Source: an optimization exercise on an open RTL-to-GDS flow (aim: small area). Production flows keep margins and buffers that such runs may drop. In this exercise RTL edits were held to simulation tests only and were not proved equivalent to the original. No driver is modelled on the clock port, so clocking that relies on it looks cheaper here than on a real chip. Power is estimated from default activity; no workload was simulated.

==> flow/design.v (excerpt) <==
module uart_monitor_top #(
    parameter int CLK_BITS  = 10,
    parameter int STOP_BITS = 1
) (
    input  logic                    clk,
    input  logic                    rst,
    input  logic [CLK_BITS - 1 : 0] clk_per_bit,
    input  logic                    uart_rx,
    output logic                    uart_tx
);
    monitor_pkg::word_t mem_wdata;
    logic               mem_we;
    monitor_pkg::word_t mem_head;
    command_monitor command_monitor_i (
        .clk        (clk),
        .rst        (rst),
        .clk_per_bit(clk_per_bit),
        .rxd        (uart_rx),
        .txd        (uart_tx),
        .mem_wdata  (mem_wdata),
        .mem_we     (mem_we),
        .mem_head   (mem_head)
    );
    monitor_ram monitor_ram_i (
        .clk  (clk),
        .wdata(mem_wdata),
        .we   (mem_we),
        .head (mem_head)
    );
endmodule
==> flow/config.mk <==
export PLATFORM = sky130hd
export DESIGN_NAME = uart_monitor_top
export DESIGN_NICKNAME = uart_monitor_top
export VERILOG_FILES = /design/flow/design.v
export SDC_FILE = /design/flow/constraint.sdc
export NUM_CORES = 4
export LEC_CHECK = 0
export CAP_MARGIN = 40
export CORE_MARGIN = 2
export CORE_UTILIZATION = 60
export CTS_BUF_LIST = sky130_fd_sc_hd__clkbuf_8
export CTS_CLUSTER_DIAMETER = 40
export CTS_CLUSTER_SIZE = 20
export SLEW_MARGIN = 30
==> flow/constraint.sdc <==
create_clock -name core_clock -period 10.0 [get_ports {clk}]
set_input_delay 2.0000 -clock core_clock [delete_from_list [all_inputs] [get_ports {clk}]]
set_output_delay 2.0000 -clock core_clock [all_outputs]
set_load 0.01 [all_outputs]
standard.sh (not shown) runs the stock make flow with config.mk's settings and CLKGATE_MAP_FILE= SYNTH_SCRIPT=/design/flow/synth_recipe.tcl, a recipe that flattens the netlist after the stock synthesis.
==> flow/flow/run.sh <==
#!/bin/bash
# The standard layout (standard.sh), except that clock tree synthesis
# inserts no dummy loads. ORFS output goes to standard.log.
export CTS_ARGS="-sink_clustering_enable -repair_clock_nets -sink_clustering_size 20 -sink_clustering_max_diameter 40 -buf_list sky130_fd_sc_hd__clkbuf_8 -dont_use_dummy_load"
bash standard.sh > standard.log 2>&1
The baseline finished with timing, DRC and antenna clean.
Edit:
==> flow/flow/run.sh (replaced) <==
#!/bin/bash
export CTS_ARGS="-sink_clustering_enable -repair_clock_nets -sink_clustering_size 35 -sink_clustering_max_diameter 50 -sink_buffer_max_cap_derate 0.05 -buf_list sky130_fd_sc_hd__clkbuf_16 -dont_use_dummy_load"
bash standard.sh > standard.log 2>&1
Clock-buffer cell count goes down by 18.
Synthesized area is unchanged.
Design area is higher by 2.6%.
Clock power increases by 31%.
Wire length goes up by 0.36%.
Sequential power barely changes.
Via count is about the same.
Final cell count is lower by 0.59%.
Synthesized cell count is unchanged.
Core utilization rises by 1.7 points.
Sequential cell count is unchanged.

* * *

== run 1 ==
uart_monitor_top again, from the RTL that the note above started with.
Design uart_monitor_top, start of the top module:
module uart_monitor_top #(
    parameter int CLK_BITS  = 10,
    parameter int STOP_BITS = 1
) (
    input  logic                    clk,
    input  logic                    rst,
    input  logic [CLK_BITS - 1 : 0] clk_per_bit,
    input  logic                    uart_rx,
    output logic                    uart_tx
);
Settings: LEC_CHECK=0, CAP_MARGIN=40, CORE_MARGIN=2, CORE_UTILIZATION=60, PLACE_DENSITY=0.7, SLEW_MARGIN=30; clock period 10.0 ns.
==> flow/flow/run.sh <==
#!/bin/bash
# The standard layout (standard.sh) with two changes:
# - clock tree synthesis: leaf clusters of at most 12 flip-flops within 40 um,
#   driven by clkbuf_4, and no dummy loads;
# - port buffers are buf_1.
# All ORFS output goes to standard.log in this folder.
export CTS_ARGS="-sink_clustering_enable -repair_clock_nets -sink_clustering_size 13 -sink_clustering_max_diameter 40 -buf_list sky130_fd_sc_hd__clkbuf_4 -dont_use_dummy_load"
export BUFFER_PORTS_ARGS="-buffer_cell sky130_fd_sc_hd__buf_1"
bash standard.sh > standard.log 2>&1
For run 2, these inputs were changed with respect to run 1:
Settings: CTS_BUF_LIST: unset -> sky130_fd_sc_hd__clkbuf_8; CTS_CLUSTER_DIAMETER: unset -> 40; PLACE_DENSITY: 0.7 -> unset; CTS_CLUSTER_SIZE: unset -> 20.
==> flow/flow/run.sh <==
#!/bin/bash
export CTS_ARGS="-sink_clustering_enable -repair_clock_nets -sink_clustering_size 13 -sink_clustering_max_diameter 30 -buf_list sky130_fd_sc_hd__clkbuf_4 -dont_use_dummy_load"
export BUFFER_PORTS_ARGS="-buffer_cell sky130_fd_sc_hd__buf_1"
bash standard.sh > standard.log 2>&1
Notes after the runs:
Run 2 vs. run 1: count of vias placed by the detailed router went up; clock network latency to the later pin of the worst-skew pair did not really move; post-route non-filler standard cell count went up; die span in y did not really move. Delta (run 2 minus run 1): global-route usage fell by 0.23 points; utilization higher. Compared with run 1, in run 2 ratio of cells with drive above 1 in the final layout has increased; worst setup slack after layout has decreased; count of cells along the worst register-to-register path has increased.
diff inputs: run 2 => run 3
Settings: CTS_CLUSTER_DIAMETER: 40 -> unset; CTS_CLUSTER_SIZE: 20 -> unset; PLACE_DENSITY: unset -> 0.7; CTS_BUF_LIST: sky130_fd_sc_hd__clkbuf_8 -> unset.
==> flow/flow/run.sh <==
#!/bin/bash
# The standard layout (standard.sh) with two changes:
# - clock tree synthesis: leaf clusters of at most 12 flip-flops within 40 um,
#   driven by clkbuf_4, and no dummy loads;
# - port buffers are buf_1.
# All ORFS output goes to standard.log in this folder.
export CTS_ARGS="-sink_clustering_enable -repair_clock_nets -sink_clustering_size 12 -sink_clustering_max_diameter 40 -buf_list sky130_fd_sc_hd__clkbuf_4 -dont_use_dummy_load"
export BUFFER_PORTS_ARGS="-buffer_cell sky130_fd_sc_hd__buf_1"
bash standard.sh > standard.log 2>&1
[summary]
As far as portion of total power attributed to combinational logic is concerned, run 2 and run 3 perform about the same. Any difference in fraction of area in multi-input gates between run 3 and run 2 is small enough to ignore. Between run 3 and run 2, the switching power does not differ in any meaningful way. Comparing run 2 against run 3, there is no change at all in post-cts gate resize count. Run 3 against run 2: antenna diode count shows an increase of 3; number of cell instances on the worst register-to-register path shows a reduction of 1; total power shows a reduction of 0.68%; final cell count without fillers shows a reduction of 17.
Here is what was changed in the inputs of run 4 compared with run 3.
Settings: CTS_CLUSTER_DIAMETER: unset -> 40; PLACE_DENSITY: 0.7 -> unset; CTS_BUF_LIST: unset -> sky130_fd_sc_hd__clkbuf_8; CTS_CLUSTER_SIZE: unset -> 20.
==> flow/flow/run.sh <==
#!/bin/bash
export CTS_ARGS="-sink_clustering_enable -repair_clock_nets -sink_clustering_size 12 -sink_clustering_max_diameter 60 -buf_list sky130_fd_sc_hd__clkbuf_4 -dont_use_dummy_load"
export BUFFER_PORTS_ARGS="-buffer_cell sky130_fd_sc_hd__buf_1"
bash standard.sh > standard.log 2>&1
Findings:
Run 4 did not stop at any stage, and its layout met the timing, DRC and antenna checks. Run 3 and run 4 ended up with roughly the same final area. Per the comparison of run 4 with run 3, power dissipated by switching net loads -1.2%; internal reg-to-reg setup slack -0.21 ns.
### run 4 -> run 5
==> flow/flow/run.sh <==
#!/bin/bash
export CTS_ARGS="-sink_clustering_enable -repair_clock_nets -sink_clustering_size 16 -sink_clustering_max_diameter 40 -buf_list {sky130_fd_sc_hd__clkbuf_4 sky130_fd_sc_hd__clkbuf_8} -dont_use_dummy_load"
export BUFFER_PORTS_ARGS="-buffer_cell sky130_fd_sc_hd__buf_1"
bash standard.sh > standard.log 2>&1
[summary]
Run 5 ended with every stage complete and zero timing, DRC or antenna violations. In the tables for run 5 and run 4, number of detailed-routing iterations run before antenna repair reads lower with run 5. In run 5 the wire length of the first global-routing pass turned out about 1.1% lower than in run 4. Run 5 -> run 4: full die area delta 0, exact match. Compared with run 4, post-route cell area in run 5 increased slightly. Of run 5 and run 4, it is run 5 that has the lower share of the clock period used by the worst path. In the tables for run 5 and run 4, layout overhead on the synthesized area reads higher with run 5. Status: sum of routed wire length over all layers parity (run 4, run 5). Cmp run 5 and run 4 / smallest setup slack after layout / higher: run 5. Run 4 consumes less power than run 5. Fmax (run 5 / run 4): 1.08. As of run 5, post-route non-filler standard cell count had fallen slightly compared to run 4.

* * *

## cedar
Starting RTL as in the previous note.
==> flow/design.v (excerpt) <==
module uart_monitor_top #(
    parameter int CLK_BITS  = 10,
    parameter int STOP_BITS = 1
) (
    input  logic                    clk,
    input  logic                    rst,
    input  logic [CLK_BITS - 1 : 0] clk_per_bit,
    input  logic                    uart_rx,
    output logic                    uart_tx
);
Settings: LEC_CHECK=0, CAP_MARGIN=40, CORE_MARGIN=2, CORE_UTILIZATION=60, CTS_BUF_LIST=sky130_fd_sc_hd__clkbuf_8, CTS_CLUSTER_DIAMETER=40, CTS_CLUSTER_SIZE=20, SLEW_MARGIN=30; clock period 10.0 ns.
==> flow/flow/run.sh <==
#!/bin/bash
export CTS_ARGS="-sink_clustering_enable -repair_clock_nets -sink_clustering_size 12 -sink_clustering_max_diameter 30 -buf_list sky130_fd_sc_hd__clkbuf_4 -dont_use_dummy_load"
bash standard.sh > standard.log 2>&1
cedar | status: complete | timing, DRC, antenna: pass
Inputs modified between cedar and indigo:
# cedar
export LEC_CHECK = 0
export CAP_MARGIN = 40
export CORE_MARGIN = 2
export CORE_UTILIZATION = 60
export CTS_BUF_LIST = sky130_fd_sc_hd__clkbuf_8
export CTS_CLUSTER_DIAMETER = 40
export CTS_CLUSTER_SIZE = 20
export SLEW_MARGIN = 30
create_clock -name core_clock -period 10.0 [get_ports {clk}]
# indigo
export LEC_CHECK = 0
export CAP_MARGIN = 40
export CORE_MARGIN = 2
export CORE_UTILIZATION = 60
export PLACE_DENSITY = 0.7
export SLEW_MARGIN = 30
create_clock -name core_clock -period 10.0 [get_ports {clk}]
==> flow/flow/run.sh <==
#!/bin/bash
# The standard layout (standard.sh) with two changes:
# - clock tree synthesis: leaf clusters of at most 13 flip-flops within 40 um,
#   driven by clkbuf_4, and no dummy loads;
# - port buffers are buf_1.
# All ORFS output goes to standard.log in this folder.
export CTS_ARGS="-sink_clustering_enable -repair_clock_nets -sink_clustering_size 13 -sink_clustering_max_diameter 40 -buf_list sky130_fd_sc_hd__clkbuf_4 -dont_use_dummy_load"
export BUFFER_PORTS_ARGS="-buffer_cell sky130_fd_sc_hd__buf_1"
bash standard.sh > standard.log 2>&1
### Flow results
- Comparing indigo against cedar, there is no change at all in worst hold path cell count.
- Looking only at total power, and setting everything else aside, the higher value of indigo and cedar goes to cedar.
- Smallest setup slack after layout: indigo better than cedar
- The core of indigo is less densely filled than that of cedar.
- Area of the multi-input gates, indigo vs cedar: up slightly
- In the flow results for indigo and cedar, the final instance area is smaller on indigo.
- [compare] base=cedar new=indigo: maximum net fanout on the critical path stayed essentially flat, headroom to the max-slew limit fell by 14 points, routed metal-1 wirelength rose by 1.0%, routed wire length rose by 0.37%.
Relative to indigo, the following input files were edited for tundra:
# indigo
export LEC_CHECK = 0
export CAP_MARGIN = 40
export CORE_MARGIN = 2
export CORE_UTILIZATION = 60
export PLACE_DENSITY = 0.7
export SLEW_MARGIN = 30
create_clock -name core_clock -period 10.0 [get_ports {clk}]
# tundra
export LEC_CHECK = 0
export CAP_MARGIN = 40
export CORE_MARGIN = 2
export CORE_UTILIZATION = 60
export CTS_BUF_LIST = sky130_fd_sc_hd__clkbuf_8
export CTS_CLUSTER_DIAMETER = 40
export CTS_CLUSTER_SIZE = 20
export SLEW_MARGIN = 30
create_clock -name core_clock -period 10.0 [get_ports {clk}]
==> flow/flow/run.sh <==
#!/bin/bash
# The standard layout (standard.sh) with two changes to clock tree
# synthesis: no dummy loads, and flow/post_cts.tcl upsizes clock buffers
# whose loads would see too high a slew. ORFS output goes to standard.log.
export CTS_ARGS="-sink_clustering_enable -repair_clock_nets -sink_clustering_size 14 -sink_clustering_max_diameter 35 -buf_list sky130_fd_sc_hd__clkbuf_4 -dont_use_dummy_load"
export POST_CTS_TCL="$PWD/flow/post_cts.tcl"
bash standard.sh > standard.log 2>&1
==> flow/flow/post_cts.tcl (new file) <==
set target 0.118
set bigger [dict create \
  sky130_fd_sc_hd__clkbuf_1 sky130_fd_sc_hd__clkbuf_2 \
  sky130_fd_sc_hd__clkbuf_2 sky130_fd_sc_hd__clkbuf_4 \
  sky130_fd_sc_hd__clkbuf_4 sky130_fd_sc_hd__clkbuf_8 \
  sky130_fd_sc_hd__clkbuf_8 sky130_fd_sc_hd__clkbuf_16]
for {set iter 0} {$iter < 4} {incr iter} {
  estimate_parasitics -placement
  set fixed 0
  foreach inst [get_cells *] {
    set ref [get_property $inst ref_name]
    if {![dict exists $bigger $ref]} continue
    set w 0
    foreach opin [get_pins -of_objects $inst -filter "direction == output"] {
      foreach net [get_nets -of_objects $opin] {
        foreach p [get_pins -of_objects $net -filter "direction == input"] {
          set s [get_property $p slew_max]
          if {$s > $w} {set w $s}
        }
      }
    }
    if {$w > $target} {
      replace_cell $inst [dict get $bigger $ref]
      incr fixed
    }
  }
  puts "post_cts: iteration $iter upsized $fixed clock buffers"
  if {$fixed == 0} break
  detailed_placement
}
estimate_parasitics -placement
==> run summary <==
- Lower proportion of power drawn by the clock network was reported by indigo, not tundra.
- tundra against indigo: final cell count without fillers roughly the same, via count went up, initial antenna violation count shows a reduction of 2, final worst hold slack climbed 34 ps, via-per-instance ratio grew by about 1%.
Modified inputs, zinc compared to tundra
diff --git a/flow/flow/run.sh b/flow/flow/run.sh
--- a/flow/flow/run.sh
+++ b/flow/flow/run.sh
@@ -5 +5 @@
-export CTS_ARGS="-sink_clustering_enable -repair_clock_nets -sink_clustering_size 14 -sink_clustering_max_diameter 35 -buf_list sky130_fd_sc_hd__clkbuf_4 -dont_use_dummy_load"
+export CTS_ARGS="-sink_clustering_enable -repair_clock_nets -sink_clustering_size 16 -sink_clustering_max_diameter 40 -buf_list sky130_fd_sc_hd__clkbuf_4 -dont_use_dummy_load"
zinc completed end to end with timing, DRC and antenna clean.
tundra -> zinc: flip-flop and latch count after synthesis delta 0, exact match
On total clock network power, zinc and tundra are neck and neck.
Post-route standard cell area excluding fillers of tundra is on par with zinc.
Between zinc and tundra, the wire length figures differ only marginally.
Of zinc and tundra, the run reporting the higher post-layout worst setup margin was tundra.
zinc vs tundra on portion of the clock cycle consumed by the worst path in the final layout: zinc is the higher one.
Any difference in part of the power in the clock network between zinc and tundra is small enough to ignore.
The inputs of sierra differ from those of zinc as listed below.
==> flow/flow/run.sh <==
#!/bin/bash
export CTS_ARGS="-sink_clustering_enable -repair_clock_nets -sink_clustering_size 12 -sink_clustering_max_diameter 40 -buf_list sky130_fd_sc_hd__clkbuf_4 -dont_use_dummy_load"
export BUFFER_PORTS_ARGS="-buffer_cell sky130_fd_sc_hd__buf_1"
bash standard.sh > standard.log 2>&1
removed: flow/flow/post_cts.tcl
Looking at sierra and zinc, the reported sequential group power is a wash.
Summary: number of DRC markers in iteration 0, sierra worse than zinc
Worst setup slack for sierra: 140 ps up relative to zinc
Edits applied to the flow inputs when going from sierra to maple:
diff --git a/flow/flow/run.sh b/flow/flow/run.sh
--- a/flow/flow/run.sh
+++ b/flow/flow/run.sh
@@ -1,0 +2,5 @@
+# The standard layout (standard.sh) with two changes:
+# - clock tree synthesis: leaf clusters of at most 12 flip-flops within 40 um,
+#   driven by clkbuf_4, and no dummy loads;
+# - port buffers are buf_1.
+# All ORFS output goes to standard.log in this folder.
- [compare] base=sierra new=maple: initial core utilization level; routed wire length level; filler cell count in the final layout level.

* * *

Setup of JK:
uart_monitor_top, a different RTL version from the one above (not shown whole).
Size in the first run: about 2300 cells after synthesis, roughly 2100 flip-flops, roughly 0.044 mm2 of cells after synthesis.
Settings: LEC_CHECK=0, CAP_MARGIN=40, CORE_MARGIN=2, CORE_UTILIZATION=40, SLEW_MARGIN=30; clock period 10.0 ns.
run.sh (not shown) runs the stock make flow with config.mk's settings and CLKGATE_MAP_FILE= SYNTH_SCRIPT=/design/flow/synth_recipe.tcl, a recipe that flattens the netlist after the stock synthesis.
Stock flow here: none of the scripts above is used.
JK: all stages complete, timing, DRC and antenna checks passed
Inputs modified between JK and MS:
Settings: a change of CORE_UTILIZATION from 40 to 60; an added CTS_CLUSTER_DIAMETER of 50; an added CTS_BUF_LIST of sky130_fd_sc_hd__clkbuf_16; an added CTS_CLUSTER_SIZE of 40.
Notes after the runs:
Every stage of the flow completed for MS, and the final layout passed the timing, DRC and antenna checks. JK has a higher cell area than MS. Against JK, MS reports a final worst-path cycle share that is lower. In MS the non-clock buffer count turned out 3 higher than in JK. Diff JK and MS: number of well-tap cells placed higher in JK.
What AL does differently from MS at the input level:
Settings: changing CTS_BUF_LIST from sky130_fd_sc_hd__clkbuf_16 to sky130_fd_sc_hd__clkbuf_8; changing CTS_CLUSTER_SIZE from 40 to 20; changing CTS_CLUSTER_DIAMETER from 50 to 40.
Delta (AL minus MS): final standard cell area without fillers decreased by about 2.3% relative to the old numbers, number of nets in the layout increased by 0.81% relative to the old numbers, pin count of the biggest net entering global routing decreased by 4 relative to the old numbers.

[port drivers added, routing unchanged]
How much do the figures lean on ideal ports? The routed layouts below were timed once more, with nothing changed but the port constraints.
Step 1 (the two cells are an assumption about what drives the block):
set clk [get_ports {clk}]
set_driving_cell -lib_cell sky130_fd_sc_hd__clkbuf_16 $clk
set_driving_cell -lib_cell sky130_fd_sc_hd__buf_2 [delete_from_list [all_inputs] $clk]
Step 2, shift: input delay + t, output delay - t, t = (earliest + latest rising clock arrival at the registers) / 2. This alone moves slack from input paths to output paths.
Three values: no drivers, after step 1, after step 2; two values: the first two.
run | t, ns | setup slack, ns | pins driven straight from the clock port
the first run of note 1 | 0.795 | 6.270 / 6.216 / 5.548 | 1
the second run of note 1 | 0.736 | 6.260 / 6.246 / 5.509 | 1
run 1 | 0.995 | 6.528 / 6.472 / 6.117 | 1
run 2 | 1.034 | 6.399 / 6.339 / 5.962 | 1
run 3 | 1.010 | 6.554 / 6.498 / 6.116 | 1
run 4 | 1.028 | 6.411 / 6.350 / 5.978 | 1
run 5 | 0.801 | 6.674 / 6.615 / 5.952 | 1
cedar | 1.026 | 6.049 / 5.988 / 5.562 | 1
indigo | 0.995 | 6.528 / 6.472 / 6.117 | 1
tundra | 0.736 | 6.318 / 6.255 / 5.580 | 1
zinc | 0.726 | 6.287 / 6.224 / 5.567 | 1
sierra | 1.018 | 6.426 / 6.367 / 5.951 | 1
maple | 1.018 | 6.426 / 6.367 / 5.951 | 1
JK | 0.792 | 6.272 / 6.206 / 5.781 | 1
MS | 0.768 | 6.380 / 6.318 / 5.737 | 1
AL | 0.832 | 6.305 / 6.244 / 5.775 | 1
After both steps setup and hold are still met in every run listed. The setup slack of the second run of note 1, which loses most, moves by -0.014 ns with the drivers and by -0.751 ns with both steps.
